This design comes from an exercise in tuning for small area, a short achievable clock period and few clock cycles per item on the open sky130 flow, not from production work. The RTL was checked by simulation tests, not by an equivalence proof against the original design.

$ cat flow/config.mk
export PLATFORM = sky130hd
export DESIGN_NAME = pedal_plausibility_filter
export DESIGN_NICKNAME = pedal_plausibility_filter
export VERILOG_FILES = /design/flow/design.v
export SDC_FILE = /design/flow/constraint.sdc
export NUM_CORES = 4
export LEC_CHECK = 0
export ABC_AREA = 1
export CAP_MARGIN = 20
export CORE_MARGIN = 2
export CORE_UTILIZATION = 50
export CTS_BUF_LIST = sky130_fd_sc_hd__clkbuf_8
export PLACE_DENSITY = 0.65
export SETUP_SLACK_MARGIN = 0.5
export SLEW_MARGIN = 20
$ cat flow/constraint.sdc
create_clock -name core_clock -period 7.0 [get_ports {clk}]
set_input_delay 1.4000 -clock core_clock [delete_from_list [all_inputs] [get_ports {clk}]]
set_output_delay 1.4000 -clock core_clock [all_outputs]
set_load 0.01 [all_outputs]
$ cat flow/design.v
package ppf_pkg;
  localparam int ADC_BITS   = 12;
  localparam int PCT_W      = 15;
  localparam int CNT_W      = 8;
  localparam int ALPHA_W    = 16;
  localparam int CFG_W      = 16;
  localparam int STEP_W     = 4;
  localparam int MUL_DIGITS = ALPHA_W / 2;
  localparam logic [PCT_W-1:0]   FULL_PCT  = 15'd25600;
  localparam logic [ALPHA_W-1:0] ALPHA_ONE = 16'd32768;
  localparam logic [CNT_W-1:0]   COUNT_MAX = 8'hFF;
  localparam logic [STEP_W-1:0] DIV_LAST = STEP_W'(PCT_W - 1);
  localparam logic [STEP_W-1:0] MUL_LAST = STEP_W'(MUL_DIGITS - 1);
  typedef enum logic [2:0] {
    REG_ADC_LOW,
    REG_ADC_HIGH,
    REG_TOLERANCE,
    REG_DEBOUNCE,
    REG_FLOOR,
    REG_CEILING,
    REG_ALPHA,
    REG_RISE
  } reg_index_t;
  typedef enum logic [2:0] {
    ST_IDLE,
    ST_CHECK,
    ST_LOAD,
    ST_DIV,
    ST_EMA,
    ST_MUL,
    ST_ACC,
    ST_FIN
  } state_t;
  typedef struct packed {
    logic [ADC_BITS-1:0] sample_a;
    logic [ADC_BITS-1:0] sample_b;
  } sample_t;
  typedef struct packed {
    logic [PCT_W-1:0] demand_percent;
    logic [PCT_W-1:0] filtered_percent;
    logic [PCT_W-1:0] converted_percent;
    logic             plausible;
    logic             contradiction;
    logic             rate_clamped;
  } result_t;
endpackage
import ppf_pkg::*;
module pedal_plausibility_filter (
  input  logic                 clk,
  input  logic                 rst,
  input  logic                 sample_valid,
  output logic                 sample_ready,
  input  ppf_pkg::sample_t     sample,
  output logic                 result_valid,
  input  logic                 result_ready,
  output ppf_pkg::result_t     result,
  input  logic                 cfg_valid,
  output logic                 cfg_ready,
  input  ppf_pkg::reg_index_t  cfg_index,
  input  logic [ppf_pkg::CFG_W-1:0] cfg_data
);
  localparam int NS = 6;
  localparam logic [NS*4-1:0] STEPS = {4'd2, 4'd3, 4'd3, 4'd3, 4'd3, 4'd1};
  localparam int TW = PCT_W;                
  localparam int WW = ADC_BITS + TW;        
  localparam logic [1:0] K_PLAUS = 2'd0;    
  localparam logic [1:0] K_FAULT = 2'd1;    
  localparam logic [1:0] K_DIS   = 2'd2;    
  localparam logic [1:0] K_CONTR = 2'd3;    
  logic [ADC_BITS-1:0] cfg_low;
  logic [ADC_BITS-1:0] cfg_high;
  logic [ADC_BITS-1:0] cfg_tol;
  logic [CNT_W-1:0]    cfg_debounce;
  logic [ADC_BITS-1:0] cfg_floor;
  logic [ADC_BITS-1:0] cfg_ceil;
  logic [ALPHA_W-1:0]  cfg_alpha;
  logic [PCT_W-1:0]    cfg_rise;
  assign cfg_ready = !rst;
  always_ff @(posedge clk) begin
    if (rst) begin
      cfg_low      <= '0;
      cfg_high     <= 12'd4095;
      cfg_tol      <= 12'd100;
      cfg_debounce <= 8'd3;
      cfg_floor    <= '0;
      cfg_ceil     <= 12'd4095;
      cfg_alpha    <= 16'd8192;
      cfg_rise     <= 15'd512;
    end else if (cfg_valid) begin
      unique case (cfg_index)
        REG_ADC_LOW:   cfg_low      <= cfg_data[ADC_BITS-1:0];
        REG_ADC_HIGH:  cfg_high     <= cfg_data[ADC_BITS-1:0];
        REG_TOLERANCE: cfg_tol      <= cfg_data[ADC_BITS-1:0];
        REG_DEBOUNCE:  cfg_debounce <= cfg_data[CNT_W-1:0];
        REG_FLOOR:     cfg_floor    <= cfg_data[ADC_BITS-1:0];
        REG_CEILING:   cfg_ceil     <= cfg_data[ADC_BITS-1:0];
        REG_ALPHA:     cfg_alpha    <= cfg_data[ALPHA_W-1:0];
        REG_RISE:      cfg_rise     <= cfg_data[PCT_W-1:0];
      endcase
    end
  end
  logic [ADC_BITS-1:0] span, den;
  logic [ADC_BITS-1:0] den_r;
  assign span = cfg_high - cfg_low;
  assign den  = (span == '0) ? ADC_BITS'(1) : span;
  always_ff @(posedge clk) begin
    den_r  <= den;
  end
  function automatic logic [WW-1:0] div_step(input logic [WW-1:0] w,
                                             input logic [ADC_BITS-1:0] d);
    logic [ADC_BITS:0]   t;
    logic [ADC_BITS+1:0] s1;
    t  = {w[WW-1:TW], w[TW-1]};
    s1 = {1'b0, t} - {2'b0, d};
    if (!s1[ADC_BITS+1])
      div_step = {s1[ADC_BITS-1:0], w[TW-2:0], 1'b1};
    else
      div_step = {t[ADC_BITS-1:0], w[TW-2:0], 1'b0};
  endfunction
  function automatic logic [WW-1:0] live_mask(input int k);
    live_mask = '1;
    for (int p = 0; p < TW; p++)
      if (p >= k && p <= k + 7) live_mask[p] = 1'b0;
  endfunction
  function automatic int steps_of(input int s);
    steps_of = int'(STEPS[s*4 +: 4]);
  endfunction
  function automatic int steps_before(input int s);
    steps_before = 0;
    for (int i = 0; i < s; i++) steps_before += steps_of(i);
  endfunction
  logic adv, take;
  assign adv          = !result_valid || result_ready;
  assign sample_ready = !rst && adv;
  assign take         = sample_valid && sample_ready;
  logic [ADC_BITS-1:0] sa, sb;
  logic [ADC_BITS:0]   sum_ab;
  logic [ADC_BITS-1:0] avg, diff, x_off, x_div;
  logic                disagree, range_fault, at_low, at_high, contra_now;
  logic [CNT_W-1:0]    disagree_count, count_inc;
  logic [1:0]          kind0;
  assign sa          = sample.sample_a;
  assign sb          = sample.sample_b;
  assign sum_ab      = {1'b0, sa} + {1'b0, sb};
  assign avg         = sum_ab[ADC_BITS:1];
  assign diff        = (sa >= sb) ? (sa - sb) : (sb - sa);
  assign disagree    = diff > cfg_tol;
  assign range_fault = (avg < cfg_floor) || (avg > cfg_ceil);
  assign at_low      = avg <= cfg_low;
  assign at_high     = avg >= cfg_high;
  assign count_inc   = (disagree_count == COUNT_MAX) ? disagree_count
                                                     : disagree_count + 1'b1;
  assign contra_now  = count_inc >= cfg_debounce;
  assign x_off       = avg - cfg_low;
  assign x_div       = at_low ? '0 : at_high ? den : x_off;
  assign kind0       = disagree    ? (contra_now ? K_CONTR : K_DIS)
                     : range_fault ? K_FAULT : K_PLAUS;
  always_ff @(posedge clk) begin
    if (rst) begin
      disagree_count <= '0;
    end else if (take) begin
      disagree_count <= disagree ? count_inc : '0;
    end
  end
  logic [ADC_BITS-1:0] x_1;
  logic [1:0]          kind_1;
  logic                v_1;
  always_ff @(posedge clk) begin
    if (rst) v_1 <= 1'b0;
    else if (adv) v_1 <= take;
  end
  always_ff @(posedge clk) begin
    if (adv) begin
      x_1    <= x_div;
      kind_1 <= kind0;
    end
  end
  logic [ADC_BITS+6:0]   x100;
  assign x100 = {1'b0, x_1, 6'b0} + {2'b0, x_1, 5'b0} + {5'b0, x_1, 2'b0};
  logic [NS-1:0][WW-1:0] w_in, w_out;
  logic [NS-1:0][1:0]    k_in;
  logic [NS-1:0]         v_in;
  assign w_in[0] = {x100, 8'b0};
  assign k_in[0] = kind_1;
  assign v_in[0] = v_1;
  for (genvar s = 0; s < NS; s++) begin : g_div
    always_comb begin
      w_out[s] = w_in[s] & live_mask(steps_before(s));
      for (int i = 0; i < steps_of(s); i++)
        w_out[s] = div_step(w_out[s], den_r);
    end
    if (s + 1 < NS) begin : g_reg
      always_ff @(posedge clk) begin
        if (rst) v_in[s+1] <= 1'b0;
        else if (adv) v_in[s+1] <= v_in[s];
      end
      always_ff @(posedge clk) begin
        if (adv) begin
          w_in[s+1] <= w_out[s];
          k_in[s+1] <= k_in[s];
        end
      end
    end
  end
  logic [PCT_W-1:0] pct_f;
  logic [1:0]       kind_f;
  logic             v_f;
  always_ff @(posedge clk) begin
    if (rst) v_f <= 1'b0;
    else if (adv) v_f <= v_in[NS-1];
  end
  always_ff @(posedge clk) begin
    if (adv) begin
      pct_f  <= w_out[NS-1][PCT_W-1:0];
      kind_f <= k_in[NS-1];
    end
  end
  localparam int MW = 2 * PCT_W;            
  localparam int ND = 8;                    
  logic [PCT_W-1:0] ema_value, conv_value, demand_value;
  logic             ema_seeded;
  logic [1:0]       kind_r;
  logic [PCT_W-1:0] gap;
  logic             rising, use_mul;
  logic [PCT_W:0]   a_ext;                  
  logic [ND-1:0]    negs;
  logic [ND-1:0][MW-1:0] rows;
  logic [MW-1:0]    msum;
  logic [PCT_W-1:0] ema_next;
  assign gap     = pct_f - ema_value;
  assign rising  = pct_f >= ema_value;
  assign use_mul = ema_seeded && rising && !cfg_alpha[ALPHA_W-1];
  assign a_ext   = {cfg_alpha[PCT_W-1:0], 1'b0};
  always_comb begin
    for (int j = 0; j < ND; j++) begin
      logic [2:0]     dg;
      logic           one, two;
      logic [PCT_W:0] mag, u;
      dg      = (j == ND - 1) ? {1'b0, a_ext[2*j+1 -: 2]} : a_ext[2*j+2 -: 3];
      negs[j] = dg[2] && !(dg[1] && dg[0]);
      one     = dg[1] ^ dg[0];
      two     = (dg == 3'b011) || (dg == 3'b100);
      mag     = one ? {1'b0, gap} : two ? {gap, 1'b0} : '0;
      u       = mag ^ {(PCT_W+1){negs[j]}};
      if (j == 0)
        rows[j] = MW'({!negs[j], negs[j], negs[j], u});
      else if (j < ND - 1)
        rows[j] = MW'({1'b1, !negs[j], u, 1'b0, negs[j-1]} << (2 * j - 2));
      else
        rows[j] = MW'({u, 1'b0, negs[j-1]} << (2 * j - 2));
    end
  end
  assign msum = rows[0] + rows[1] + rows[2] + rows[3] + rows[4] + rows[5]
              + rows[6] + rows[7] + {ema_value, {PCT_W{1'b0}}};
  assign ema_next = use_mul ? msum[MW-1:PCT_W] : pct_f;
  always_ff @(posedge clk) begin
    if (rst) begin
      result_valid <= 1'b0;
      ema_value    <= '0;
      conv_value   <= '0;
      ema_seeded   <= 1'b0;
      kind_r       <= K_FAULT;
    end else if (adv) begin
      result_valid <= v_f;
      if (v_f) begin
        kind_r <= kind_f;
        if (kind_f == K_FAULT) begin
          ema_value  <= '0;
          conv_value <= '0;
          ema_seeded <= 1'b0;
        end else if (kind_f == K_PLAUS) begin
          ema_value  <= ema_next;
          conv_value <= pct_f;
          ema_seeded <= 1'b1;
        end
      end
    end
  end
  logic [PCT_W:0]   rise_top;
  logic             clamp;
  logic [PCT_W-1:0] demand_out;
  assign rise_top   = {1'b0, demand_value} + {1'b0, cfg_rise};
  assign clamp      = (kind_r == K_PLAUS) && ({1'b0, ema_value} > rise_top);
  assign demand_out = (kind_r == K_FAULT || kind_r == K_CONTR) ? '0
                    : (kind_r == K_DIS)                         ? demand_value
                    : clamp                                     ? rise_top[PCT_W-1:0]
                                                                : ema_value;
  always_ff @(posedge clk) begin
    if (rst) begin
      demand_value <= '0;
    end else if (result_valid && result_ready) begin
      demand_value <= demand_out;
    end
  end
  assign result.demand_percent    = demand_out;
  assign result.filtered_percent  = ema_value;
  assign result.converted_percent = conv_value;
  assign result.plausible         = (kind_r == K_PLAUS) || (kind_r == K_DIS);
  assign result.contradiction     = (kind_r == K_CONTR);
  assign result.rate_clamped      = clamp;
endmodule
$ cat flow/run.sh
#!/bin/bash
# synth_recipe.tcl (not shown) runs the flow's synth.tcl, then flattens the netlist and writes it again
# the make line also repeats each setting of config.mk as NAME=value (left out here)
make -C /OpenROAD-flow-scripts/flow DESIGN_CONFIG=/design/flow/config.mk WORK_HOME=/design/flow/orfs CLKGATE_MAP_FILE= SYNTH_SCRIPT=/design/flow/synth_recipe.tcl finish
==> metrics.md, run 1 <==
| Metric | Value |
|---|---|
| Outcome | `complete, no violations` |
| First-pass GRT wire length | `157000 um` |
| Most frequent cell after synthesis | `nand2_1` |
| Crit path largest cell delay | `0.55 ns` |
| Die Y | `264 um` |
| Worst-skew pair later-pin latency | `0.65 ns` |
| Syn nets | `5176` |
| Synth unique cells | `68` |
| Top FF cell, synth | `dfxtp_1` |
| Final Setup Violations | `0` |
| RePlAce Congestion | `0.962` |
| Via count | `30.9k` |
| Dpl ws | `0.337 ns` |
| Setup TNS | `0 ns` |
| Type of origin of the critical path | `flop` |
| Remaining Overflow, GRT | `0` |
| Wirelength per Cell | `17.8 um` |
| Final worst setup slack | `0.758 ns` |
| Antenna-violating nets left | `0` |
| Hpwl dp | `78700 um` |
| Worst path slowest cell | `fa_1` |
| Cell taking the most area after synthesis | `ha_1` |
| Drt pass-1 iters | `6` |
| Setup Skew | `0.0278 ns` |
| Final Hold Viols | `0` |
| Hold WC Path Type | `flop to flop` |
| Die ar. | `69800 um^2` |
| Mapped Avg Cell Area | `7.39 um^2` |
| Multi-input gate area | `23400 um^2` |
| Vias in the first global route | `29.2k` |
| Worst-Margin Slew | `1.02 ns` |
| Post-synth design cell area | `33900 um^2` |
| Minimum clock period | `6.24 ns` |
| TritonCTS buffer count | `54` |
| Clock tree from TritonCTS | `done` |
| Rows | `95` |
| Max cap viols | `0` |
| Port bufs | `98` |
| Slew margin rel. | `31.9%` |
| Layout area overhead | `10.2%` |
| Slew Viols, Final | `0` |
| Nature of the critical path endpoint | `flop` |
| Largest net degree at the start of global routing | `106` |
| Root buffer cell | `clkbuf_8` |
| CTS Buffer Depth | `3` |
| Synth area leaders | `ha_1 (16%), edfxtp_1 (13%), nand2_1 (12%), dfxtp_1 (10%), fa_1 (7.3%)` |
| Synth top cells by count | `nand2_1 (1040), inv_1 (622), ha_1 (421)` |
| Clock transition at the registers of the reported paths | `0.07 ns` |
| Iter 0 DRT Violations | `2290` |
| Area share of the largest cell type after synthesis | `15.6%` |
| Fin nets | `5271` |
| CTS H-tree lvls | `2` |
| Core area | `67200 um^2` |
| Final worst-path cycle share | `89.2%` |
| Post-synth EDFFs | `141` |
| Syn. warnings | `1` |
| Initial core utilization | `50.4%` |
| Maximum clock frequency | `160 MHz` |
| Via/cell ratio | `5.53` |
| Fill count | `6544` |
| Syn Inst Count | `4584` |
| Drt drc | `0` |
| Num Clock Sinks | `316` |
| Drt total wl | `99400 um` |
| CP max FO | `5` |
| I/O pins | `99` |
| Sequential cell area | `7740 um^2` |
| Die width | `264 um` |
| Layout cells sized above 1 | `7.73%` |
| Sequential fraction of the synthesis area | `22.9%` |
| Crit path DAT | `6.74 ns` |
| Seq cells post-synth | `316` |
| Initial antenna violation count | `2` |
| Crit Path Category | `flop to flop` |
| Gr usage total | `28.2%` |
| Unrepaired setup endpoints after global routing | `true` |
| Worst Path Required | `7.50 ns` |
| Fraction of registers with async set/reset | `0%` |
placed cells by master (no fill, tap or decap), drive strengths merged, types with 32 or more instances in the layout:
cell              n
a21oi           395
buf              68
clkbuf           66
clkdlybuf4s50    97
dfxtp           175
edfxtp          141
fa              123
ha              421
inv             659
nand2          1073
nand3           261
nand4            60
nor2            264
o211ai           41
o21ai           283
o22ai            87
or2              32
xnor2            74
xor2            196
metal layers:
metal | wire (um) | global-route usage (%) | vias to the layer above
li1 | - | - | 15500
met1 | 44800 | 37.7 | 14300
met2 | 44500 | 45.6 | 923
met3 | 6710 | 4.96 | 192
met4 | 3400 | 10.0 | 2
met5 | 13 | 0 | -
state kept, by name (all words and copies together) (netlist names), 15 cells and up:
register,count
w_in,100
cfg_alpha,16
cfg_rise,15
conv_value,15
demand_value,15
ema_value,15
pct_f,15
worst paths after layout:
check	start	endpoint	slack [ns]	cells past startpoint
worst max register to register	ema_value[4]$_SDFFE_PP0P_	ema_value[10]$_SDFFE_PP0P_	0.76	35
worst max-delay path	ema_value[4]$_SDFFE_PP0P_	ema_value[10]$_SDFFE_PP0P_	0.76	35
worst min-delay path	w_in[136]$_DFFE_PN_	pct_f[3]$_DFFE_PN_	0.41	0
worst min register to register	w_in[136]$_DFFE_PN_	pct_f[3]$_DFFE_PN_	0.41	0
per-stage QoR:
step                std cells  util (%)  hold slack, ns  instance area (um^2)
CTS                      5587      54.8           0.411                 36800
finish                   5596      55.6           0.410                 37300
global placement         5488      53.2           0.402                 35700
floorplan                4584         -           0.400                 33900
global route             5596      55.6           0.413                 37300
detailed placement       5488      53.2           0.405                 35700
repair_timing:
item                       CTS  global route
hold endpoints to repair     0             0
hold buffers                 0             0
pin swaps                    0            10
cloned                       0             1
gates resized for setup      7            93
setup buffers                0             7
setup endpoints to repair   20            81
final cells by class:
| type | count | share of cell area [%] |
|---|---|---|
| Clock inverter | 33 | 0.540 |
| Inverter | 646 | 6.55 |
| Timing Repair Buffer | 166 | 4.04 |
| Sequential cell | 316 | 20.7 |
| Antenna cell | 1 | 0.00671 |
| Clock buffer | 66 | 2.43 |
| Multi-Input combinational cell | 3495 | 62.8 |
| Tap cell | 873 | 2.93 |
cell families (layout without fill, tap and decap cells):
family | count (synthesis) | after routing | share of synthesized area [%]
AO/OA/AOI/OAI | 936 | 936 | 15.9
XOR/XNOR | 270 | 270 | 7.04
adder cells (fa/ha/maj) | 544 | 544 | 22.8
multiplexers | 7 | 7 | 0.211
other | 0 | 1 | 0
flip-flops | 316 | 316 | 22.9
AND/OR/NAND/NOR | 1738 | 1738 | 21.9
buffers and inverters | 773 | 911 | 9.22
worst max-delay path, delay by kind of cell (launching register included):
family	cells	cell delay, ns
AOI/OAI and AO/OA	4	0.51
adders and majority gates	6	2.68
buffers and inverters	9	0.83
DFF	1	0.40
and+or+nand+nor	16	1.67
Testbench counts, summed over its fixed seeds: cycles 1,664, items 1,600.
==> run 2, diff against run 1 <==
--- a/flow/design.v
+++ b/flow/design.v
@@ -222,5 +222,3 @@
   logic [1:0]       kind_r;
-  logic [PCT_W-1:0] gap;
   logic             rising, use_mul;
-  logic [PCT_W:0]   a_ext;                  
   logic [ND-1:0]    negs;
@@ -229,23 +227,32 @@
   logic [PCT_W-1:0] ema_next;
-  assign gap     = pct_f - ema_value;
+  logic [PCT_W+1:0] a3_r;                   
   assign rising  = pct_f >= ema_value;
   assign use_mul = ema_seeded && rising && !cfg_alpha[ALPHA_W-1];
-  assign a_ext   = {cfg_alpha[PCT_W-1:0], 1'b0};
+  always_ff @(posedge clk) a3_r <= {2'b0, cfg_alpha[PCT_W-1:0]} + {1'b0, cfg_alpha[PCT_W-1:0], 1'b0};
   always_comb begin
     for (int j = 0; j < ND; j++) begin
-      logic [2:0]     dg;
-      logic           one, two;
-      logic [PCT_W:0] mag, u;
-      dg      = (j == ND - 1) ? {1'b0, a_ext[2*j+1 -: 2]} : a_ext[2*j+2 -: 3];
-      negs[j] = dg[2] && !(dg[1] && dg[0]);
-      one     = dg[1] ^ dg[0];
-      two     = (dg == 3'b011) || (dg == 3'b100);
-      mag     = one ? {1'b0, gap} : two ? {gap, 1'b0} : '0;
-      u       = mag ^ {(PCT_W+1){negs[j]}};
+      logic [3:0]     pe;
+      logic [2:0]     mag;                  
+      logic [PCT_W+2:0] m, u;
+      pe = (j == ND - 1) ? {1'b0, pct_f[2*j], 1'b0, ema_value[2*j]}
+                         : {pct_f[2*j+1 -: 2], ema_value[2*j+1 -: 2]};
+      unique case (pe)
+        4'b0100, 4'b1001, 4'b1110: {negs[j], mag} = {1'b0, 3'b001};
+        4'b0001, 4'b0110, 4'b1011: {negs[j], mag} = {1'b1, 3'b001};
+        4'b1000, 4'b1101:          {negs[j], mag} = {1'b0, 3'b010};
+        4'b0010, 4'b0111:          {negs[j], mag} = {1'b1, 3'b010};
+        4'b1100:                   {negs[j], mag} = {1'b0, 3'b100};
+        4'b0011:                   {negs[j], mag} = {1'b1, 3'b100};
+        default:                   {negs[j], mag} = {1'b0, 3'b000};
+      endcase
+      m = ({(PCT_W+3){mag[0]}} & {3'b0, cfg_alpha[PCT_W-1:0]})
+        | ({(PCT_W+3){mag[1]}} & {2'b0, cfg_alpha[PCT_W-1:0], 1'b0})
+        | ({(PCT_W+3){mag[2]}} & {1'b0, a3_r});
+      u = m ^ {(PCT_W+3){negs[j]}};
       if (j == 0)
-        rows[j] = MW'({!negs[j], negs[j], negs[j], u});
-      else if (j < ND - 1)
-        rows[j] = MW'({1'b1, !negs[j], u, 1'b0, negs[j-1]} << (2 * j - 2));
+        rows[j] = MW'({!negs[j], negs[j], negs[j], u[PCT_W+1:0]});
+      else if (j <= 5)
+        rows[j] = MW'({1'b1, !negs[j], u[PCT_W+1:0], 1'b0, negs[j-1]} << (2 * j - 2));
       else
-        rows[j] = MW'({u, 1'b0, negs[j-1]} << (2 * j - 2));
+        rows[j] = MW'({!negs[j], u[PCT_W+1:0], 1'b0, negs[j-1]} << (2 * j - 2));
     end
@@ -253,3 +260,3 @@
   assign msum = rows[0] + rows[1] + rows[2] + rows[3] + rows[4] + rows[5]
-              + rows[6] + rows[7] + {ema_value, {PCT_W{1'b0}}};
+              + rows[6] + rows[7] + {ema_value, {(PCT_W-1){1'b0}}, negs[ND-1]};
   assign ema_next = use_mul ? msum[MW-1:PCT_W] : pct_f;
--- a/flow/config.mk
+++ b/flow/config.mk
@@ -11,3 +11,2 @@
 export CORE_UTILIZATION = 50
-export CTS_BUF_LIST = sky130_fd_sc_hd__clkbuf_8
 export PLACE_DENSITY = 0.65
==> run 2 against run 1 <==
  * Utilization grew 0.068 points
  * Via count grew 2.0%
  * Flip-flop and latch count grew 17
  * Critical path depth shrank 9
  * Clock-buffer cell count shrank 6
  * Worst setup slack gained 0.035 ns
  * Cell count grew 1.6%
  * Register-to-register slack gained 0.03 ns
  * Global-route usage grew 0.47 points
  * Maximum frequency grew 0.56%
  * Still clean on timing, DRC and antenna
  * Largest cell class unchanged
==> metrics.md, run 2 <==
| Metric | Value |
|---|---|
| Outcome | `complete, no violations` |
| Hold WS | `0.406 ns` |
| Layout area overhead | `10.3%` |
| Synth unique cells | `65` |
| Synth Area in Adders | `22.8%` |
| Via count | `31.5k` |
| Most frequent cells in the layout | `nand2_1 (1068), inv_1 (617), ha_1 (420)` |
| Syn nets | `5288` |
| Core area | `68500 um^2` |
| Layout cells sized above 1 | `5.52%` |
| Ant diodes | `0` |
| Cell taking the most area after synthesis | `ha_1` |
| Root buffer cell | `clkbuf_16` |
| Gr usage total | `28.6%` |
| Syn. warnings | `1` |
| Crit path DAT | `6.67 ns` |
| Clock transition at the registers of the reported paths | `0.06 ns` |
| TritonCTS buffer count | `41` |
| Wirelength per Cell | `18.0 um` |
| Die width | `267 um` |
| Remaining Overflow, GRT | `0` |
| Type of origin of the critical path | `flop` |
| Mapped Avg Cell Area | `7.37 um^2` |
| Max cap viols | `0` |
| Drt drc | `0` |
| I/O pins | `99` |
| RePlAce Congestion | `0.995` |
| Crit path largest cell delay | `0.56 ns` |
| Final worst-path cycle share | `88.7%` |
| Fill count | `6584` |
| Antenna-violating nets left | `0` |
| Synth top cells by count | `nand2_1 (1073), inv_1 (621), ha_1 (423)` |
| Initial antenna violation count | `0` |
| Die Y | `267 um` |
| Final Hold Viols | `0` |
| Crit path top cell by count | `nand2_1` |
| CTS H-tree lvls | `2` |
| Syn Inst Count | `4688` |
| Vias in the first global route | `30.0k` |
| Drt pass-1 iters | `6` |
| Die ar. | `71200 um^2` |
| CTS Buffer Depth | `3` |
| CP max FO | `10` |
| Sequential fraction of the synthesis area | `23.4%` |
| Nature of the critical path endpoint | `flop` |
| First-pass GRT wire length | `162000 um` |
| Commonest non-fill, non-tap cell in the layout | `nand2_1` |
| Post-route cell area | `38100 um^2` |
| Most flops, register | `w_in` |
| Clock tree from TritonCTS | `done` |
| Regs by FF count | `w_in (100), a3_r (17), cfg_alpha (16)` |
| Largest net degree at the start of global routing | `91` |
| Maximum clock frequency | `161 MHz` |
| Largest family of logic cells by synthesized area | `adder cells` |
| Post-synth EDFFs | `141` |
| Num Clock Sinks | `333` |
| Initial core utilization | `50.4%` |
| Synth area leaders | `ha_1 (15%), edfxtp_1 (12%), nand2_1 (12%), dfxtp_1 (11%), fa_1 (7.5%)` |
| Iter 0 DRT Violations | `2468` |
| Port bufs | `98` |
| Slew margin rel. | `30.3%` |
| Final Setup Violations | `0` |
| Area post-placement | `36500 um^2` |
| Rows | `96` |
| Worst-Margin Slew | `1.04 ns` |
| Fin nets | `5369` |
| Simple-Gate Fraction of Synth Area | `21.4%` |
| Setup TNS | `0 ns` |
| Fraction of registers with async set/reset | `0%` |
| Post-Synth XOR/XNOR Area | `8.70%` |
| Hpwl dp | `80700 um` |
| Post-synth design cell area | `34500 um^2` |
| Hold WC Path Type | `flop to flop` |
| Worst-skew pair later-pin latency | `0.59 ns` |
| Final Util | `55.6%` |
| Drt total wl | `102000 um` |
| Via/cell ratio | `5.55` |
| Worst Path Required | `7.46 ns` |
| Mux cell area share after synthesis | `0.163%` |
| Crit Path Category | `flop to flop` |
| Top FF cell, synth | `dfxtp_1` |
| Slew Viols, Final | `0` |
| Synth Area in Compound Gates | `14.5%` |
| Unrepaired setup endpoints after global routing | `false` |
| Minimum clock period | `6.21 ns` |
| Most frequent cell after synthesis | `nand2_1` |
| Area share of the largest cell type after synthesis | `15.3%` |
| Worst path slowest cell | `fa_1` |
| Setup Skew | `0.0226 ns` |
| Max FFs per register | `100` |
| Seq cells post-synth | `333` |
-- run 2: cell types whose count changed after synthesis, moves of 17 or more --
| cell | previous run | this run |
|---|---|---|
| xor2_1 | 195 | 263 |
| nor2_1 | 257 | 317 |
| o22ai_1 | 84 | 25 |
| nand3_1 | 249 | 287 |
| nand2_1 | 1040 | 1073 |
| nand4_1 | 58 | 35 |
| or2_2 | 30 | 9 |
| a21oi_1 | 391 | 411 |
| o21ai_2 | 28 | 9 |
| o221ai_1 | 5 | 24 |
| clkbuf_1 | 62 | 79 |
| dfxtp_1 | 175 | 192 |
-- run 2: repair_timing --
action | in CTS | in global routing
gates cloned | 0 | 1
setup buffers | 0 | 7
hold buffers | 0 | 0
pin swaps | 0 | 1
gates resized for setup | 1 | 41
setup endpoints to repair | 1 | 63
-- run 2: metal layers --
layer  vias up  routed length, um  track usage [%]
met1     14700              44500             37.9
li1      15600                  -                -
met3       181               7070             4.17
met5         -                  0                0
met4         0               3250             8.91
met2      1046              47300             48.1
-- run 2: logic make-up after synthesis --
family,Yosys count
AOI/OAI and AO/OA,874
xor gates and xnor gates,343
adders and majority gates,552
buffers and inverters,786
DFF,333
muxes,5
and+or+nand+nor,1795
-- run 2: final timing paths --
kind,startpoint,end,slack [ns],cells past startpoint
min reg2reg,k_in[6]$_DFFE_PN_,k_in[8]$_DFFE_PN_,0.41,0
max,ema_value[5]$_SDFFE_PP0P_,ema_value[8]$_SDFFE_PP0P_,0.79,26
max reg2reg,ema_value[5]$_SDFFE_PP0P_,ema_value[8]$_SDFFE_PP0P_,0.79,26
min,k_in[6]$_DFFE_PN_,k_in[8]$_DFFE_PN_,0.41,0
-- run 2: final cells by class --
type	count	area [um^2]	area share [%]
tap	882	1100	2.90
inverter	654	2490	6.54
sequential	333	8080	21.2
multi-input combinational	3569	23500	61.6
clock inverter	16	120	0.315
clock buffer	60	1270	3.34
timing repair inverter	1	6.26	0.0164
timing repair buffer	169	1560	4.08
-- run 2: per-stage QoR --
step | setup slack [ns] | cells
after floorplan | 1.08 | 4688
after global placement | 0.735 | 5600
after detailed placement | 0.512 | 5600
after CTS | 0.621 | 5676
after global routing | 0.485 | 5684
final | 0.793 | 5684
-- run 2: critical path, delay by kind of cell (launching register included) --
kind,cells,cell delay [ns]
xor gates and xnor gates,2,0.45
adders and majority gates,5,2.44
buffers and inverters,6,0.85
AOI/OAI and AO/OA,5,0.90
DFF,1,0.38
and+or+nand+nor,8,1.03
Testbench counts of run 2, summed over its fixed seeds: cycles 1,664, items 1,600.
==> run 3, diff against run 2 <==
--- a/flow/config.mk
+++ b/flow/config.mk
@@ -12,3 +12,3 @@
 export PLACE_DENSITY = 0.65
-export SETUP_SLACK_MARGIN = 0.5
+export SETUP_SLACK_MARGIN = 0.9
 export SLEW_MARGIN = 20
==> run 3 against run 2 <==
  * Worst hold slack better by 0.00079 ns
  * Cell count rose by 0.95%
  * Clock skew up 0.0037 ns
  * Non-clock buffer count increased by 49
  * Critical path depth down 9
==> metrics.md, run 3 <==
| Metric | Value |
|---|---|
| Final Non-Filler Cells | `5738` |
| Drt drc | `0` |
| Core area | `68500 um^2` |
| Commonest non-fill, non-tap cell in the layout | `nand2_1` |
| Slew margin rel. | `31.3%` |
| Crit-path cells | `ha_1 -> fa_2 -> a21oi_2 -> inv_1 -> a31oi_1 -> xor2_1 -> ha_1 -> nand4_1 -> nor2_2 -> nor3_4 -> nand3_4 -> inv_4 -> nand2_1 -> nand3_1 -> nand2_1 -> inv_1 -> clkdlybuf4s50_1` |
| Initial antenna violation count | `0` |
| Top FF cell, synth | `dfxtp_1` |
| Regs by FF count | `w_in (100), a3_r (17), cfg_alpha (16)` |
| Num Clock Sinks | `333` |
| Worst-Margin Slew | `1.03 ns` |
| Root buffer cell | `clkbuf_16` |
| Cell taking the most area after synthesis | `ha_1` |
| Hpwl dp | `80700 um` |
| Port bufs | `98` |
| Setup TNS | `0 ns` |
| Wirelength per Cell | `18.0 um` |
| Mapped Avg Cell Area | `7.37 um^2` |
| Hold Path Stages | `0` |
| Gr usage total | `28.7%` |
| Minimum clock period | `5.88 ns` |
| Max cap viols | `0` |
| Drt total wl | `103000 um` |
| Worst-skew pair later-pin latency | `0.60 ns` |
| Synth top cells by count | `nand2_1 (1073), inv_1 (621), ha_1 (423)` |
| Type of origin of the critical path | `flop` |
| Max FFs per register | `100` |
| Setup Skew | `0.0263 ns` |
| Drt pass-1 iters | `6` |
| Mux cell area share after synthesis | `0.163%` |
| Remaining Overflow, GRT | `0` |
| Layout area overhead | `12.9%` |
| Largest net degree at the start of global routing | `91` |
| Multi-input gate area | `23800 um^2` |
| Initial core utilization | `50.4%` |
| RePlAce Congestion | `0.995` |
| Clock transition at the registers of the reported paths | `0.06 ns` |
| Worst Path Required | `5.60 ns` |
| Synth area leaders | `ha_1 (15%), edfxtp_1 (12%), nand2_1 (12%), dfxtp_1 (11%), fa_1 (7.5%)` |
| Vias in the first global route | `30.0k` |
| Seq cells post-synth | `333` |
| Worst path depth | `17` |
| Simple-Gate Fraction of Synth Area | `21.4%` |
| Die ar. | `71200 um^2` |
| Synth Area in Adders | `22.8%` |
| Post-Synth XOR/XNOR Area | `8.70%` |
| Final Util | `56.9%` |
| Worst Path Buf+Inv | `4` |
| Crit Path Category | `flop to output port` |
| Iter 0 DRT Violations | `2596` |
| Crit path DAT | `4.48 ns` |
| Fill count | `6492` |
| Synth unique cells | `65` |
| Hold WC Path Type | `flop to flop` |
| Final Setup Violations | `0` |
| Maximum clock frequency | `170 MHz` |
| Ant diodes | `0` |
| TritonCTS buffer count | `41` |
| Post-synth design cell area | `34500 um^2` |
| Antenna-violating nets left | `0` |
| CTS Buffer Depth | `3` |
| Worst path slowest cell | `clkdlybuf4s50_1` |
| Syn nets | `5288` |
| Final Hold Viols | `0` |
| Most frequent cell after synthesis | `nand2_1` |
| Slew Viols, Final | `0` |
| Final worst-path cycle share | `84.0%` |
| Die Y | `267 um` |
| Syn Inst Count | `4688` |
| Sequential fraction of the synthesis area | `23.4%` |
| Post-synth EDFFs | `141` |
| Hold buffers post-CTS | `0` |
| Crit path largest cell delay | `0.55 ns` |
| Layout cells sized above 1 | `8.11%` |
| R2R depth | `25` |
| Cells after DPL | `5600` |
| Largest family of logic cells by synthesized area | `adder cells` |
| CTS H-tree lvls | `2` |
| Nature of the critical path endpoint | `output port` |
| CP max FO | `10` |
| Area share of the largest cell type after synthesis | `15.3%` |
| Sequential cell area | `8100 um^2` |
| Via/cell ratio | `5.53` |
| Most flops, register | `w_in` |
| Syn. warnings | `1` |
| I/O pins | `99` |
| Hold WS | `0.407 ns` |
| Die width | `267 um` |
| Clock tree from TritonCTS | `done` |
| Fin nets | `5423` |
| Fraction of registers with async set/reset | `0%` |
| Unrepaired setup endpoints after global routing | `true` |
| First-pass GRT wire length | `162000 um` |
| Rows | `96` |
| Synth Area in Compound Gates | `14.5%` |
| Outcome | `complete, no violations` |
| CP top delay family | `simple AND/OR/NAND/NOR gates` |
| Most frequent cells in the layout | `nand2_1 (1059), inv_1 (611), ha_1 (408)` |
| Via count | `31.7k` |
[run 3: cell counts after synthesis]
No cell type changed its count.
[run 3: what timing repair did]
action / CTS / global route
setup buffers: 0 / 56
setup endpoints to repair: 55 / 88
pin swaps: 0 / 11
cloned: 0 / 6
resized for setup: 21 / 130
[run 3: per-stage QoR]
| step | instance area [um^2] | setup WS [ns] |
|---|---|---|
| detailed placement | 36500 | 0.512 |
| CTS | 38000 | 0.914 |
| finish | 39000 | 1.12 |
| floorplan | 34500 | 1.08 |
| global placement | 36500 | 0.735 |
| global route | 39000 | 0.828 |
[run 3: kinds of logic after synthesis]
logic type / Yosys count
simple gates: 1795
compound gates: 874
buf+inv: 786
fa+ha+maj: 552
xor+xnor: 343
flops: 333
mux: 5
[run 3: layout make-up]
class                           instances  area share [%]
Timing Repair inverter                  3          0.0513
Clock buffer                           60            3.26
Sequential cell                       333            20.8
Tap cell                              882            2.83
Clock inverter                         16           0.308
Multi-Input combinational cell       3572            61.1
Timing Repair Buffer                  218            5.15
Inverter                              654            6.49
[run 3: final timing paths]
check	from	endpoint	slack, ns
setup reg to reg	pct_f[9]$_DFFE_PN_	ema_value[7]$_SDFFE_PP0P_	1.18
hold / removal	k_in[6]$_DFFE_PN_	k_in[8]$_DFFE_PN_	0.41
setup / recovery	cfg_rise[0]$_SDFFE_PP0P_	result[34]	1.12
hold reg to reg	k_in[6]$_DFFE_PN_	k_in[8]$_DFFE_PN_	0.41
[run 3: worst reg2reg max path, cell delays in order, from the launching register on]
cell and delay [ns]:
edfxtp_1 0.43, inv_1 0.20, nor2_1 0.10, inv_1 0.08, nand2_1 0.06, nand2_2 0.17
clkinvlp_4 0.18, buf_4 0.18, nand2_1 0.05, o21ai_0 0.10, a21oi_1 0.24, xor2_1 0.13
fa_1 0.55, inv_1 0.05, fa_1 0.47, inv_1 0.06, fa_1 0.50, fa_1 0.56
inv_1 0.05, ha_1 0.38, a21oi_1 0.27, o21ai_0 0.23, a211oi_1 0.37, a21oi_1 0.12
o21ai_1 0.14, nand2_1 0.06
[run 3: routing by layer]
layer / part of all wire, % / vias up / global-route usage, % / wire length (um)
li1: - / 15700 / - / -
met1: 43 / 14800 / 38.0 / 45000
met2: 47 / 1013 / 48.2 / 48200
met3: 6.8 / 183 / 4.02 / 7070
met4: 3.1 / 0 / 8.87 / 3210
met5: 0 / - / 0 / 0
==> run 4, diff against run 3 <==
--- a/flow/config.mk
+++ b/flow/config.mk
@@ -12,3 +12,3 @@
 export PLACE_DENSITY = 0.65
-export SETUP_SLACK_MARGIN = 0.9
+export SETUP_SLACK_MARGIN = 0.25
 export SLEW_MARGIN = 20
==> run 4 against run 3 <==
  * Critical path type is now flop to flop
  * Critical endpoint is now ema_value[8]$_SDFFE_PP0P_
  * Register-to-register slack worse by 0.55 ns
  * Synthesized area unchanged
==> metrics.md, run 4 <==
| Metric | Value |
|---|---|
| Syn. warnings | `1` |
| Wirelength per Cell | `17.9 um` |
| Area share of the largest cell type after synthesis | `15.3%` |
| Clock transition at the registers of the reported paths | `0.06 ns` |
| Initial core utilization | `50.4%` |
| Hold WC Path Type | `flop to flop` |
| First-pass GRT wire length | `162000 um` |
| Worst Path Buf+Inv | `6` |
| Slew Viols, Final | `0` |
| Fraction of registers with async set/reset | `0%` |
| Hold path startpoint | `k_in[6]$_DFFE_PN_` |
| Setup Skew | `0.0228 ns` |
| Fill count | `6593` |
| Outcome | `complete, no violations` |
| Most frequent cell after synthesis | `nand2_1` |
| Synth area leaders | `ha_1 (15%), edfxtp_1 (12%), nand2_1 (12%), dfxtp_1 (11%), fa_1 (7.5%)` |
| Hpwl dp | `80700 um` |
| Multi-input gate area | `23400 um^2` |
| Minimum clock period | `6.37 ns` |
| Worst r2r src | `ema_value[6]$_SDFFE_PP0P_` |
| CP top delay family | `adder cells` |
| Max cap viols | `0` |
| Final worst-path cycle share | `91.0%` |
| Regs by FF count | `w_in (100), a3_r (17), cfg_alpha (16)` |
| Drt total wl | `102000 um` |
| Antenna-violating nets left | `0` |
| Mapped Avg Cell Area | `7.37 um^2` |
| Final Setup Violations | `0` |
| Clock tree from TritonCTS | `done` |
| Rows | `96` |
| Max FFs per register | `100` |
| Worst-Margin Slew | `1.04 ns` |
| Post-synth EDFFs | `141` |
| Worst-skew pair later-pin latency | `0.58 ns` |
| Fin nets | `5364` |
| Setup TNS | `0 ns` |
| Maximum clock frequency | `157 MHz` |
| Die Y | `267 um` |
| Layout area overhead | `9.94%` |
| Gr usage total | `28.6%` |
| TritonCTS buffer count | `41` |
| Port bufs | `98` |
| Ant diodes | `0` |
| R2R setup slack | `0.63 ns` |
| Commonest non-fill, non-tap cell in the layout | `nand2_1` |
| Crit path DAT | `6.83 ns` |
| Worst Path Required | `7.46 ns` |
| I/O pins | `99` |
| Worst hold endpoint | `k_in[8]$_DFFE_PN_` |
| Drt pass-1 iters | `6` |
| Initial antenna violation count | `0` |
| R2R depth | `26` |
| Sequential cell area | `8080 um^2` |
| Hold WS | `0.407 ns` |
| Die width | `267 um` |
| Post-synth design cell area | `34500 um^2` |
| Cell taking the most area after synthesis | `ha_1` |
| Seq cells post-synth | `333` |
| Via/cell ratio | `5.52` |
| Reg2reg end | `ema_value[8]$_SDFFE_PP0P_` |
| RePlAce Congestion | `0.995` |
| Num Clock Sinks | `333` |
| Vias in the first global route | `30.0k` |
| Slew margin rel. | `30.4%` |
| Type of origin of the critical path | `flop` |
| Hold buffers post-CTS | `0` |
| Largest net degree at the start of global routing | `91` |
| Most flops, register | `w_in` |
| CTS Buffer Depth | `3` |
| Die ar. | `71200 um^2` |
| Drt drc | `0` |
| Final Hold Viols | `0` |
| Hold Path Stages | `0` |
| Iter 0 DRT Violations | `2355` |
| CTS H-tree lvls | `2` |
| Crit Path Category | `flop to flop` |
| Synth unique cells | `65` |
| Nature of the critical path endpoint | `flop` |
| Unrepaired setup endpoints after global routing | `true` |
| CP max FO | `10` |
| Top FF cell, synth | `dfxtp_1` |
| Synth top cells by count | `nand2_1 (1073), inv_1 (621), ha_1 (423)` |
| Syn Inst Count | `4688` |
| Syn nets | `5288` |
| Worst path slowest cell | `fa_1` |
| Via count | `31.4k` |
| Core area | `68500 um^2` |
| Remaining Overflow, GRT | `0` |
| Crit path largest cell delay | `0.59 ns` |
| Most frequent cells in the layout | `nand2_1 (1070), inv_1 (618), ha_1 (422)` |
| Layout cells sized above 1 | `5.13%` |
| Root buffer cell | `clkbuf_16` |
| Sequential fraction of the synthesis area | `23.4%` |
[run 4: cell count changes in the layout (fill, tap and decap cells not counted), moves of 9 or more]
cell,change
buf_4,-37
buf_6,-12
dfxtp_1,+12
dfxtp_2,-11
ha_1,+14
ha_4,-9
nand2_1,+11
[run 4: worst max path at each step]
stage	startpoint	end	slack (ns)	cells after the start
after floorplan	den_r[1]$_DFF_P_	w_in[77]$_DFFE_PN_	1.08	35
after global placement	ema_value[2]$_SDFFE_PP0P_	ema_value[9]$_SDFFE_PP0P_	0.73	19
after detailed placement	den_r[1]$_DFF_P_	w_in[78]$_DFFE_PN_	0.51	31
after CTS	den_r[1]$_DFF_P_	w_in[78]$_DFFE_PN_	0.49	31
after global routing	den_r[4]$_DFF_P_	w_in[78]$_DFFE_PN_	0.23	35
final	ema_value[6]$_SDFFE_PP0P_	ema_value[8]$_SDFFE_PP0P_	0.63	26
[run 4: metal layers]
| metal | global-route usage, % | part of all wire [%] | up-vias | wire length (um) |
|---|---|---|---|---|
| met5 | 0 | 0 | - | 0 |
| met3 | 4.17 | 6.8 | 170 | 6900 |
| met1 | 37.9 | 44 | 14600 | 44600 |
| li1 | - | - | 15600 | - |
| met2 | 48.1 | 46 | 1000 | 47200 |
| met4 | 8.91 | 3.0 | 0 | 3090 |
[run 4: timing repair]
item	in CTS	in global routing
endpoints found under the setup margin	0	52
setup buffers	0	3
gates resized for setup	0	18
hold endpoints to repair	0	0
[run 4: area by class of cell]
cell class                      instances  share of cell area (%)
Sequential cell                       333                    21.3
Clock buffer                           60                    3.35
Tap cell                              882                    2.91
Clock inverter                         16                   0.316
Timing Repair Buffer                  165                    4.01
Multi-Input combinational cell       3569                    61.6
Inverter                              654                    6.50
[run 4: through the flow]
step                util (%)  cell area (um^2)  setup WS, ns  instances
global route            55.5             38000         0.227       5679
global placement        53.3             36500         0.735       5600
finish                  55.5             38000         0.629       5679
floorplan                  -             34500          1.08       4688
CTS                     55.3             37900         0.495       5676
detailed placement      53.3             36500         0.512       5600
[run 4: cell families after synthesis]
family	after synthesis	share of synthesized area, %
mux	5	0.163
buf+inv	786	8.98
fa+ha+maj	552	22.8
compound gates	874	14.5
simple gates	1795	21.4
flops	333	23.4
xor+xnor	343	8.70
==> run 5, diff against run 4 <==
--- a/flow/config.mk
+++ b/flow/config.mk
@@ -12,3 +12,3 @@
 export PLACE_DENSITY = 0.65
-export SETUP_SLACK_MARGIN = 0.25
+export SETUP_SLACK_MARGIN = 1.3
 export SLEW_MARGIN = 20
==> run 5 against run 4 <==
  * Still clean on timing, DRC and antenna
  * Non-clock buffer count up 163
  * Synthesized area stayed put
  * Worst hold slack gained 0.00073 ns
  * Utilization up 5.0 points
  * Flip-flop and latch count stayed put
  * Wire length up 5.5%
  * Maximum frequency is 10% higher
==> metrics.md, run 5 <==
| Metric | Value |
|---|---|
| Initial antenna violation count | `2` |
| Setup Skew | `0.0192 ns` |
| Post-synth design cell area | `34500 um^2` |
| Type of origin of the critical path | `flop` |
| Hold buffers post-CTS | `0` |
| Seq cells post-synth | `333` |
| Nature of the critical path endpoint | `flop` |
| Most frequent cell after synthesis | `nand2_1` |
| Syn nets | `5288` |
| Worst-Margin Slew | `1.03 ns` |
| Post-route cell area | `41400 um^2` |
| Core area | `68500 um^2` |
| Maximum clock frequency | `173 MHz` |
| Outcome | `complete, no violations` |
| Mapped Avg Cell Area | `7.37 um^2` |
| Worst-skew pair later-pin latency | `0.59 ns` |
| Synth area leaders | `ha_1 (15%), edfxtp_1 (12%), nand2_1 (12%), dfxtp_1 (11%), fa_1 (7.5%)` |
| Clock tree from TritonCTS | `done` |
| Drt total wl | `107000 um` |
| Initial core utilization | `50.4%` |
| Slew margin rel. | `31.6%` |
| Regs by FF count | `w_in (100), a3_r (17), cfg_alpha (16)` |
| Max cap viols | `0` |
| Post-synth EDFFs | `141` |
| Layout area overhead | `19.9%` |
| Final Util | `60.5%` |
| First-pass GRT wire length | `164000 um` |
| Clock transition at the registers of the reported paths | `0.06 ns` |
| Layout cells sized above 1 | `14.9%` |
| Via count | `32.4k` |
| Drt drc | `0` |
| Fraction of registers with async set/reset | `0%` |
| Drt pass-1 iters | `5` |
| Unrepaired setup endpoints after global routing | `true` |
| Worst Path Required | `7.32 ns` |
| Final Hold Viols | `0` |
| Slew Viols, Final | `0` |
| Antenna-violating nets left | `0` |
| Worst path slowest cell | `mux2_4` |
| CTS Buffer Depth | `3` |
| Fin nets | `5536` |
| Area post-placement | `36600 um^2` |
| CP top delay family | `compound AO/OA/AOI/OAI gates` |
| Final worst setup slack | `1.22 ns` |
| Remaining Overflow, GRT | `0` |
| Top FF cell, synth | `dfxtp_1` |
| Root buffer cell | `clkbuf_16` |
| CTS H-tree lvls | `2` |
| Sequential cell area | `8120 um^2` |
| Die ar. | `71200 um^2` |
| Crit Path Category | `flop to flop` |
| Die width | `267 um` |
| Wirelength per Cell | `18.4 um` |
| Multi-input gate area | `25200 um^2` |
| Cell taking the most area after synthesis | `ha_1` |
| Setup TNS | `0 ns` |
| Fill count | `6214` |
| Most flops, register | `w_in` |
| Max FFs per register | `100` |
| Hold WC Path Type | `flop to flop` |
| I/O pins | `99` |
| Ant diodes | `0` |
| TritonCTS buffer count | `40` |
| Iter 0 DRT Violations | `2703` |
| Rows | `96` |
| Sequential fraction of the synthesis area | `23.4%` |
| Commonest non-fill, non-tap cell in the layout | `nand2_1` |
| Via/cell ratio | `5.54` |
| Worst Path Buf+Inv | `7` |
| Minimum clock period | `5.78 ns` |
| Final Setup Violations | `0` |
| Port bufs | `98` |
| RePlAce Congestion | `0.977` |
| Die Y | `267 um` |
| Vias in the first global route | `30.4k` |
| Dpl ws | `0.553 ns` |
| Synth unique cells | `65` |
| Crit path DAT | `6.10 ns` |
| Final worst-path cycle share | `82.6%` |
| Gr usage total | `29.2%` |
| Largest net degree at the start of global routing | `109` |
| CP max FO | `7` |
| Hpwl dp | `81000 um` |
| Syn. warnings | `1` |
| Most frequent cells in the layout | `nand2_1 (994), inv_1 (599), ha_1 (371)` |
| Area share of the largest cell type after synthesis | `15.3%` |
| Synth top cells by count | `nand2_1 (1073), inv_1 (621), ha_1 (423)` |
| Crit path largest cell delay | `0.35 ns` |
| Num Clock Sinks | `333` |
| Syn Inst Count | `4688` |
-- run 5: worst paths after layout --
check / slack (ns) / to / from / depth (start not counted)
max: 1.22 / w_in[76]$_DFFE_PN_ / den_r[7]$_DFF_P_ / 34
min: 0.41 / w_in[84]$_DFFE_PN_ / w_in[54]$_DFFE_PN_ / 0
max reg2reg: 1.22 / w_in[76]$_DFFE_PN_ / den_r[7]$_DFF_P_ / 34
min reg2reg: 0.41 / w_in[84]$_DFFE_PN_ / w_in[54]$_DFFE_PN_ / 0
-- run 5: cells by family after synthesis --
kind of cell    Yosys count  synth area share, %
xor+xnor                343                 8.70
buf+inv                 786                 8.98
simple gates           1795                 21.4
mux                       5                0.163
fa+ha+maj               552                 22.8
flops                   333                 23.4
compound gates          874                 14.5
-- run 5: per-stage QoR --
step / hold slack, ns / instances
2_1_floorplan: 0.392 / 4688
6_report: 0.408 / 5849
3_3_place_gp: 0.400 / 5603
5_1_grt: 0.421 / 5849
3_5_place_dp: 0.405 / 5603
4_1_cts: 0.408 / 5725
-- run 5: routing by layer --
metal | up-vias | share of wire (%) | track usage, %
met4 | 2 | 3.7 | 9.60
met1 | 15100 | 43 | 38.3
met2 | 1050 | 46 | 48.6
met5 | - | 0.0084 | 0
met3 | 218 | 7.2 | 5.22
li1 | 16000 | - | -
-- run 5: area by class of cell --
| cell class | instances | area share (%) |
|---|---|---|
| clock inverters | 20 | 0.743 |
| clock buffers | 53 | 2.66 |
| multi-input cells | 3575 | 60.9 |
| well taps | 882 | 2.66 |
| flip-flops and latches | 333 | 19.6 |
| inverters | 654 | 6.18 |
| repair buffers | 328 | 7.21 |
| repair inverters | 4 | 0.0786 |
-- run 5: timing repair --
item                                    in CTS  in global routing
gates resized for setup                    125                380
pin swaps                                   15                 96
gates cloned                                 5                  6
endpoints found under the setup margin      83                 83
setup buffers                               44                118
==> run 6, diff against run 5 <==
==> flow/flow/run.sh (new file) <==
#!/bin/bash
# The standard layout (standard synthesis, floorplan, power grid, tap
# cells, placement, CTS, routing), with each port buffered by buf_2 instead
# of the delay cell that buffer_ports picks by default.
set -euo pipefail
bash standard.sh "BUFFER_PORTS_ARGS=-buffer_cell sky130_fd_sc_hd__buf_2" finish > layout.log 2>&1
==> flow/standard.sh (new file) <==
#!/bin/bash
# synth_recipe.tcl (not shown) runs the flow's synth.tcl, then flattens the netlist and writes it again
# the make line also repeats each setting of config.mk as NAME=value (left out here)
make -C /OpenROAD-flow-scripts/flow DESIGN_CONFIG=/design/flow/config.mk WORK_HOME=/design/flow/orfs CLKGATE_MAP_FILE= SYNTH_SCRIPT=/design/flow/synth_recipe.tcl "${@:-finish}"
--- a/flow/config.mk
+++ b/flow/config.mk
@@ -11,4 +11,5 @@
 export CORE_UTILIZATION = 50
+export CTS_BUF_LIST = sky130_fd_sc_hd__clkbuf_8
 export PLACE_DENSITY = 0.65
-export SETUP_SLACK_MARGIN = 1.3
+export SETUP_SLACK_MARGIN = 0.9
 export SLEW_MARGIN = 20
removed: flow/run.sh
==> run 6 against run 5 <==
  * Critical path type unchanged
  * Utilization shrank 4.3 points
  * Non-clock buffer count shrank 101
  * Die area is the same
  * Largest cell class unchanged
  * Worst setup slack lost 0.11 ns
  * Still clean on timing, DRC and antenna
  * Synthesized cell count is the same
  * Maximum frequency shrank 1.9%
==> metrics.md, run 6 <==
| Metric | Value |
|---|---|
| Regs by FF count | `w_in (100), a3_r (17), cfg_alpha (16)` |
| Synth top cells by count | `nand2_1 (1073), inv_1 (621), ha_1 (423)` |
| CP max FO | `9` |
| TritonCTS buffer count | `61` |
| Hold Path Stages | `0` |
| Slew margin rel. | `38.3%` |
| Max FFs per register | `100` |
| Hpwl dp | `79800 um` |
| Cell taking the most area after synthesis | `ha_1` |
| Hold WC Path Type | `flop to flop` |
| Die ar. | `71200 um^2` |
| Synth Area in Compound Gates | `14.5%` |
| Rows | `96` |
| Commonest non-fill, non-tap cell in the layout | `nand2_1` |
| Max cap viols | `0` |
| Drt drc | `0` |
| Final worst-path cycle share | `84.2%` |
| Slew Viols, Final | `0` |
| Fraction of registers with async set/reset | `0%` |
| Clock transition at the registers of the reported paths | `0.06 ns` |
| RePlAce Congestion | `0.974` |
| Most frequent cell after synthesis | `nand2_1` |
| Worst r2r src | `ema_value[1]$_SDFFE_PP0P_` |
| Seq cells post-synth | `333` |
| Gr busiest metal | `met2` |
| Clock tree from TritonCTS | `done` |
| Area share of the largest cell type after synthesis | `15.3%` |
| Maximum clock frequency | `170 MHz` |
| Drt total wl | `102000 um` |
| Crit path DAT | `6.46 ns` |
| Unrepaired setup endpoints after global routing | `false` |
| Sequential fraction of the synthesis area | `23.4%` |
| Top FF cell, synth | `dfxtp_1` |
| Syn Inst Count | `4688` |
| Simple-Gate Fraction of Synth Area | `21.4%` |
| Root buffer cell | `clkbuf_8` |
| Worst-Margin Slew | `0.922 ns` |
| Final Setup Violations | `0` |
| Wirelength per Cell | `17.6 um` |
| R2R depth | `23` |
| Final worst setup slack | `1.11 ns` |
| Layout cells sized above 1 | `10.7%` |
| Most frequent cells in the layout | `nand2_1 (1059), inv_1 (623), ha_1 (406)` |
| Worst-skew pair later-pin latency | `0.70 ns` |
| Port bufs | `98` |
| Hold path startpoint | `w_in[145]$_DFFE_PN_` |
| Via/cell ratio | `5.45` |
| Outcome | `complete, no violations` |
| GR Util met1 | `37.3%` |
| Layout area overhead | `11.3%` |
| Fin nets | `5449` |
| Num Clock Sinks | `333` |
| Setup TNS | `0 ns` |
| Crit Path Category | `flop to flop` |
| Die width | `267 um` |
| Reg2reg end | `ema_value[9]$_SDFFE_PP0P_` |
| Type of origin of the critical path | `flop` |
| Drt pass-1 iters | `6` |
| Synth Area in Adders | `22.8%` |
| I/O pins | `99` |
| Worst Path Required | `7.57 ns` |
| CTS Buffer Depth | `3` |
| Largest family of logic cells by synthesized area | `adder cells` |
| Gr usage total | `28.3%` |
| Post-synth design cell area | `34500 um^2` |
| First-pass GRT wire length | `160000 um` |
| Die Y | `267 um` |
| Final Util | `56.2%` |
| Synth area leaders | `ha_1 (15%), edfxtp_1 (12%), nand2_1 (12%), dfxtp_1 (11%), fa_1 (7.5%)` |
| Setup Skew | `0.0629 ns` |
| Met2 global-route usage | `47.8%` |
| Antenna-violating nets left | `0` |
| Via count | `31.5k` |
| Post-Synth XOR/XNOR Area | `8.70%` |
| Syn. warnings | `1` |
| Syn nets | `5288` |
| Mux cell area share after synthesis | `0.163%` |
| Synth unique cells | `65` |
| Initial antenna violation count | `1` |
| R2R setup slack | `1.11 ns` |
| Nature of the critical path endpoint | `flop` |
| CTS H-tree lvls | `2` |
| Mapped Avg Cell Area | `7.37 um^2` |
| Vias in the first global route | `29.7k` |
| Worst hold endpoint | `pct_f[12]$_DFFE_PN_` |
| Core area | `68500 um^2` |
| Remaining Overflow, GRT | `0` |
| Initial core utilization | `50.4%` |
| GR Layer Usage met3 | `4.50%` |
| Largest net degree at the start of global routing | `77` |
| Final Hold Viols | `0` |
| Post-synth EDFFs | `141` |
| Minimum clock period | `5.89 ns` |
| Dpl ws | `0.590 ns` |
| Most flops, register | `w_in` |
| Iter 0 DRT Violations | `2471` |
==> run 6: critical path: stages, from the launching register on <==
cell and delay, ns:
dfxtp_2 0.53, inv_2 0.12, nand2_2 0.13, nand2_1 0.10, nand2_1 0.23, clkinvlp_4 0.27, nand2_1 0.11, nand3_1 0.10
xor2_1 0.17, fa_1 0.54, fa_1 0.55, inv_1 0.06, fa_1 0.53, inv_1 0.06, fa_1 0.47, ha_1 0.37
a21oi_1 0.26, inv_1 0.07, nor2_1 0.19, o21ai_0 0.12, a221oi_1 0.31, a21oi_1 0.14, o21ai_2 0.22, o21ai_1 0.10
==> run 6: logic make-up (layout without fill, tap and decap cells) <==
kind of cell / count (synthesis) / count (layout)
AO/OA/AOI/OAI: 874 / 874
other: 0 / 1
XOR/XNOR: 343 / 343
flip-flops: 333 / 333
adder cells (fa/ha/maj): 552 / 552
AND/OR/NAND/NOR: 1795 / 1797
buffers and inverters: 786 / 996
multiplexers: 5 / 5
==> run 6: how the worst max path moves through the flow <==
stage	startpoint	endpoint	slack [ns]	depth (start not counted)
floorplan	den_r[1]$_DFF_P_	w_in[77]$_DFFE_PN_	1.08	35
global placement	den_r[3]$_DFF_P_	w_in[107]$_DFFE_PN_	0.61	37
global route	den_r[10]$_DFF_P_	w_in[104]$_DFFE_PN_	0.78	37
CTS	den_r[3]$_DFF_P_	w_in[104]$_DFFE_PN_	0.91	37
detailed placement	den_r[3]$_DFF_P_	w_in[107]$_DFFE_PN_	0.59	37
finish	ema_value[1]$_SDFFE_PP0P_	ema_value[9]$_SDFFE_PP0P_	1.11	23
==> run 6: layout make-up <==
type	instances	area (um^2)
clock buffer	66	908
multi-input combinational	3571	23900
inverter	654	2520
clock inverter	48	337
timing repair inverter	1	6.26
tap	882	1100
timing repair buffer	227	1590
sequential	333	8090
antenna	1	2.50
fill	6717	30000
==> run 6: what timing repair did <==
item / in CTS / in global routing
pin swaps: 0 / 23
cloned: 0 / 4
setup buffers: 1 / 55
hold buffers: 0 / 0
setup endpoints to repair: 43 / 71
gates resized for setup: 19 / 141
==> run 6: per-stage QoR <==
stage	cells	instance area, um^2	hold WS [ns]
2_1_floorplan	4688	34500	0.392
3_3_place_gp	5608	36000	0.401
3_5_place_dp	5608	36000	0.405
4_1_cts	5723	37400	0.403
5_1_grt	5783	38500	0.404
6_report	5783	38500	0.410
==> run 6: metal layers <==
| metal | wire length (um) | vias up |
|---|---|---|
| met3 | 6520 | 157 |
| li1 | - | 15800 |
| met1 | 45000 | 14700 |
| met4 | 2770 | 0 |
| met5 | 0 | - |
| met2 | 47600 | 871 |

afterwards: timing with drivers on the ports:
No port has a modelled driver above. Below, the same layouts with a new extraction and two added sets of constraints.
Step 1 sets driving cells, clkbuf_16 on the clock port and buf_2 on the other inputs (assumed; they add their load-dependent delay and slew).
Step 2, shift: input delay + t, output delay - t, t = (earliest + latest rising clock arrival at the registers) / 2. This alone moves slack from input paths to output paths.
Slacks: ideal / step 1 / step 2; pairs: ideal / step 1.
| run | t (ns) | setup slack, ns | worst setup path at the end | slew at the worst register clock pin (ns) | cell pins on the clock port's net |
|---|---|---|---|---|---|
| run 1 | 0.698 | 0.758 / 0.758 / 0.758 | register to register | 0.08 / 0.08 | 1 |
| run 2 | 0.636 | 0.793 / 0.793 / 0.625 | input to register | 0.07 / 0.07 | 1 |
| run 3 | 0.637 | 1.117 / 1.058 / 0.773 | input to register | 0.08 / 0.08 | 1 |
| run 4 | 0.635 | 0.629 / 0.629 / 0.629 | register to register | 0.07 / 0.07 | 1 |
| run 5 | 0.644 | 1.220 / 1.168 / 1.113 | input to register | 0.07 / 0.07 | 1 |
| run 6 | 0.732 | 1.106 / 1.106 / 1.106 | register to register | 0.08 / 0.08 | 1 |
After both steps setup and hold are still met in every run listed. For run 3, which loses most, drivers alone change the setup slack by -0.059 ns; drivers and shift together by -0.344 ns.
